Context: an optimization exercise on an open-source flow, tuned for a short achievable clock period and few clock cycles. The choices shown serve that exercise and are no tape-out recipe. Only simulation tests tie the RTL to the original design; equivalence was not proved.

== job 101 ==
Design e_mdu, start of the top module:
module e_mdu
(
  input  logic        clk,
  input  logic        reset,
  input  logic        start,
  input  logic [2:0]  md_op,
  input  logic [31:0] rs_val,
  input  logic [31:0] rt_val,
  input  logic        mthi,
  input  logic        mtlo,
  input  logic        rd_hi,
  output logic        busy,
  output logic [31:0] hi,
  output logic [31:0] lo,
  output logic [31:0] md_out
);
Size: ~150000 sq um of cells after synthesis.
==> module e_mdu, before the edit <==
module e_mdu
(
  input  logic        clk,
  input  logic        reset,
  input  logic        start,
  input  logic [2:0]  md_op,
  input  logic [31:0] rs_val,
  input  logic [31:0] rt_val,
  input  logic        mthi,
  input  logic        mtlo,
  input  logic        rd_hi,
  output logic        busy,
  output logic [31:0] hi,
  output logic [31:0] lo,
  output logic [31:0] md_out
);
  localparam int K2 = 7;    
  localparam int K  = 13;   
  localparam int K3 = 24;   
  localparam int NSB = (K3 - 1 - K2 + 3) / 3;    
  localparam int NSO = (K2 - 1 + 3) / 3;         
  logic [31:0]      r_q, q_q;          
  logic [7:1][34:0] mb_q;              
  logic             sq_q, sr_q;        
  logic [NSB-1:0][7:1] fitb_q;         
  logic [NSO-1:0][7:1] fito_q;         
  logic             ph_q;              
  logic launch, is_mul, is_div, sgn;
  assign is_mul = (md_op == MD_MULT) || (md_op == MD_MULTU);
  assign is_div = (md_op == MD_DIV) || (md_op == MD_DIVU);
  assign sgn    = (md_op == MD_MULT) || (md_op == MD_DIV);
  assign launch = !busy && start && (is_mul || is_div);
  logic [63:0] prod;
  assign prod = {{32{sgn & rs_val[31]}}, rs_val} * {{32{sgn & rt_val[31]}}, rt_val};
  logic             sa, sb, bzero, long1;
  logic [31:0]      a_mag, b_mag, r_l, q_l, r_l2, q_l2;
  logic [NSB-1:0][7:1] fitb_d;
  logic [NSO-1:0][7:1] fito_d;
  logic [7:1][34:0] mb_d;
  logic [7:1][36:0] ms_d;
  logic [31:0]      a_neg;
  assign sa    = sgn & rs_val[31];
  assign sb    = sgn & rt_val[31];
  assign a_neg = -rs_val;
  assign a_mag = sa ? a_neg : rs_val;
  assign b_mag = sb ? -rt_val : rt_val;
  assign bzero = (rt_val == 32'd0);
  always_comb begin
    for (int m = 1; m < 8; m++) mb_d[m] = 35'(m) * {3'b0, b_mag};
    for (int m = 1; m < 8; m++) ms_d[m] = 37'(m) * {{5{sb}}, rt_val};
  end
  assign long1 = (a_mag >> K)  >= b_mag;    
  e_mdu_divwin_l #(.HIP(K-1), .LOP(K2)) u_win_l (
    .r_i(a_mag), .ms_i(ms_d), .neg_i(sb), .r_o(r_l), .q_o(q_l)
  );
  e_mdu_divwin_l #(.HIP(31), .LOP(K3)) u_win_l2 (
    .r_i(a_mag), .ms_i(ms_d), .neg_i(sb), .r_o(r_l2), .q_o(q_l2)
  );
  e_mdu_divfit #(.HIP(K3-1), .LOP(K2)) u_fit_b (.mb_i(mb_d), .fit_o(fitb_d));
  e_mdu_divfit #(.HIP(K2-1), .LOP(0))  u_fit_o (.mb_i(mb_d), .fit_o(fito_d));
  logic [31:0] r_b, q_b;
  e_mdu_divwin #(.HIP(K3-1), .LOP(K2)) u_win_b (
    .r_i(r_q), .q_i(q_q), .mb_i(mb_q), .fit_i(fitb_q), .r_o(r_b), .q_o(q_b)
  );
  logic [31:0] r_o, q_o, cur_hi, cur_lo;
  e_mdu_divwin #(.HIP(K2-1), .LOP(0)) u_win_o (
    .r_i(r_q), .q_i(q_q), .mb_i(mb_q), .fit_i(fito_q), .r_o(r_o), .q_o(q_o)
  );
  assign cur_hi = sr_q ? -r_o : r_o;
  assign cur_lo = sq_q ? -q_o : q_o;
  always_ff @(posedge clk) begin
    if (reset) begin
      r_q  <= '0;
      q_q  <= '0;
      mb_q   <= '1;
      fitb_q <= '0;
      fito_q <= '0;
      sq_q <= 1'b0;
      sr_q <= 1'b0;
      ph_q <= 1'b0;
    end else if (busy) begin
      ph_q <= 1'b0;
      r_q  <= r_b;
      q_q  <= q_b;
    end else if (launch && is_mul) begin
      {r_q, q_q} <= prod;
      mb_q       <= '1;
      fitb_q     <= '0;
      fito_q     <= '0;
      sq_q       <= 1'b0;
      sr_q       <= 1'b0;
    end else if (launch && !bzero) begin
      mb_q   <= mb_d;
      fitb_q <= fitb_d;
      fito_q <= fito_d;
      sq_q <= sa ^ sb;
      sr_q <= sa;
      if (long1) begin
        r_q  <= r_l2;
        q_q  <= q_l2;
        ph_q <= 1'b1;
      end else begin
        r_q  <= r_l;
        q_q  <= q_l;
      end
    end else begin
      r_q  <= (mthi && !launch) ? rs_val : cur_hi;
      q_q  <= (mtlo && !launch) ? rs_val : cur_lo;
      mb_q   <= '1;
      fitb_q <= '0;
      fito_q <= '0;
      sq_q <= 1'b0;
      sr_q <= 1'b0;
    end
  end
  assign busy   = ph_q;
  assign hi     = cur_hi;
  assign lo     = cur_lo;
  assign md_out = rd_hi ? cur_hi : cur_lo;
endmodule
Settings: LEC_CHECK=0, CAP_MARGIN=35, CORE_MARGIN=2, CORE_UTILIZATION=40, SLEW_MARGIN=25; clock period 72.0 ns.
standard.sh (not shown) runs the stock make flow with config.mk's settings and CLKGATE_MAP_FILE= SYNTH_SCRIPT=/design/flow/synth_recipe.tcl, a recipe that flattens the netlist after the stock synthesis.
==> flow/flow/run.sh <==
#!/bin/bash
# Standard ORFS layout (the standard.sh, standard synthesis unchanged), with two changes:
# - timing repair is asked to over-fix setup: the design's constraints are unchanged,
#   repair_timing just keeps working until each path has SETUP_SLACK_MARGIN ns of slack left;
# - rd_hi is placed in the middle of the md_out pins (flow/pins.tcl, before pin placement).
set -euo pipefail
bash standard.sh SETUP_SLACK_MARGIN=44.5 PRE_IO_PLACEMENT_TCL="$PWD/flow/pins.tcl" finish > flow_make.log 2>&1
==> flow/flow/pins.tcl <==
# Keep rd_hi among the md_out pins so the md_out select net stays short.
set_io_pin_constraint -group -order -pin_names {md_out[0] md_out[1] md_out[2] md_out[3] md_out[4] md_out[5] md_out[6] md_out[7] md_out[8] md_out[9] md_out[10] md_out[11] md_out[12] md_out[13] md_out[14] md_out[15] rd_hi md_out[16] md_out[17] md_out[18] md_out[19] md_out[20] md_out[21] md_out[22] md_out[23] md_out[24] md_out[25] md_out[26] md_out[27] md_out[28] md_out[29] md_out[30] md_out[31]}
Testbench counts of job 101, summed over its fixed seeds: cycles 3,357.
Edits applied to the flow inputs when going from job 101 to job 102:
--- a/flow/design.v
+++ b/flow/design.v
@@ -130,14 +130,14 @@
   input  logic        rd_hi,
   output logic        busy,
   output logic [31:0] hi,
   output logic [31:0] lo,
   output logic [31:0] md_out
 );
-  localparam int K2 = 7;    
-  localparam int K  = 13;   
+  localparam int K2 = 6;    
+  localparam int K  = 12;   
   localparam int K3 = 24;   
   localparam int NSB = (K3 - 1 - K2 + 3) / 3;    
   localparam int NSO = (K2 - 1 + 3) / 3;         
   logic [31:0]      r_q, q_q;          
   logic [7:1][34:0] mb_q;              
   logic             sq_q, sr_q;        
Results
- Site row count (lower): job 101
- Comparing job 102 and job 101, the lower routed wire length on met3 was measured on job 101.
- [compare] base=job 101 new=job 102: post-route worst setup slack higher, wire length has increased, maximum frequency comparable.
- [job 102] post-synthesis instance total rose 572 relative to job 101
- Changes observed in job 102 relative to job 101: post-CTS setup-driven buffer insertion count now smaller, global-route usage comparable, synthesized area now larger.
- Final critical-path share of the clock period essentially unchanged between job 101 and job 102.
Testbench counts of job 102, summed over its fixed seeds: cycles 3,371.

-- static timing again, ports no longer ideal --
The flow's constraints put no driver on any port. The routed layouts listed below were extracted and timed again, unchanged, in two steps.
Step 1 (the two cells are an assumption about what drives the block):
set clk [get_ports {clk}]
set_driving_cell -lib_cell sky130_fd_sc_hd__clkbuf_16 $clk
set_driving_cell -lib_cell sky130_fd_sc_hd__buf_2 [delete_from_list [all_inputs] $clk]
Step 2 times the ports against the registers' clock, not the clock port: input delays grow and output delays shrink by t, the midpoint of the rising clock arrivals with the driver on.
a / b / c = no drivers / after step 1 / after step 2; a / b = the first two.
run | t (ns) | slack for setup (ns) | hold WS [ns] | worst setup path at the end | pins driven straight from the clock port
job 101 | 0.666 | 42.583 / 42.182 / 42.182 | 0.453 / 0.453 / 0.453 | input to output | 1
job 102 | 0.750 | 42.643 / 42.252 / 42.252 | 0.465 / 0.465 / 0.465 | input to output | 1
After both steps setup and hold are still met in every run listed. The setup slack of job 101, which loses most, moves by -0.401 ns with the drivers and by -0.401 ns with both steps.
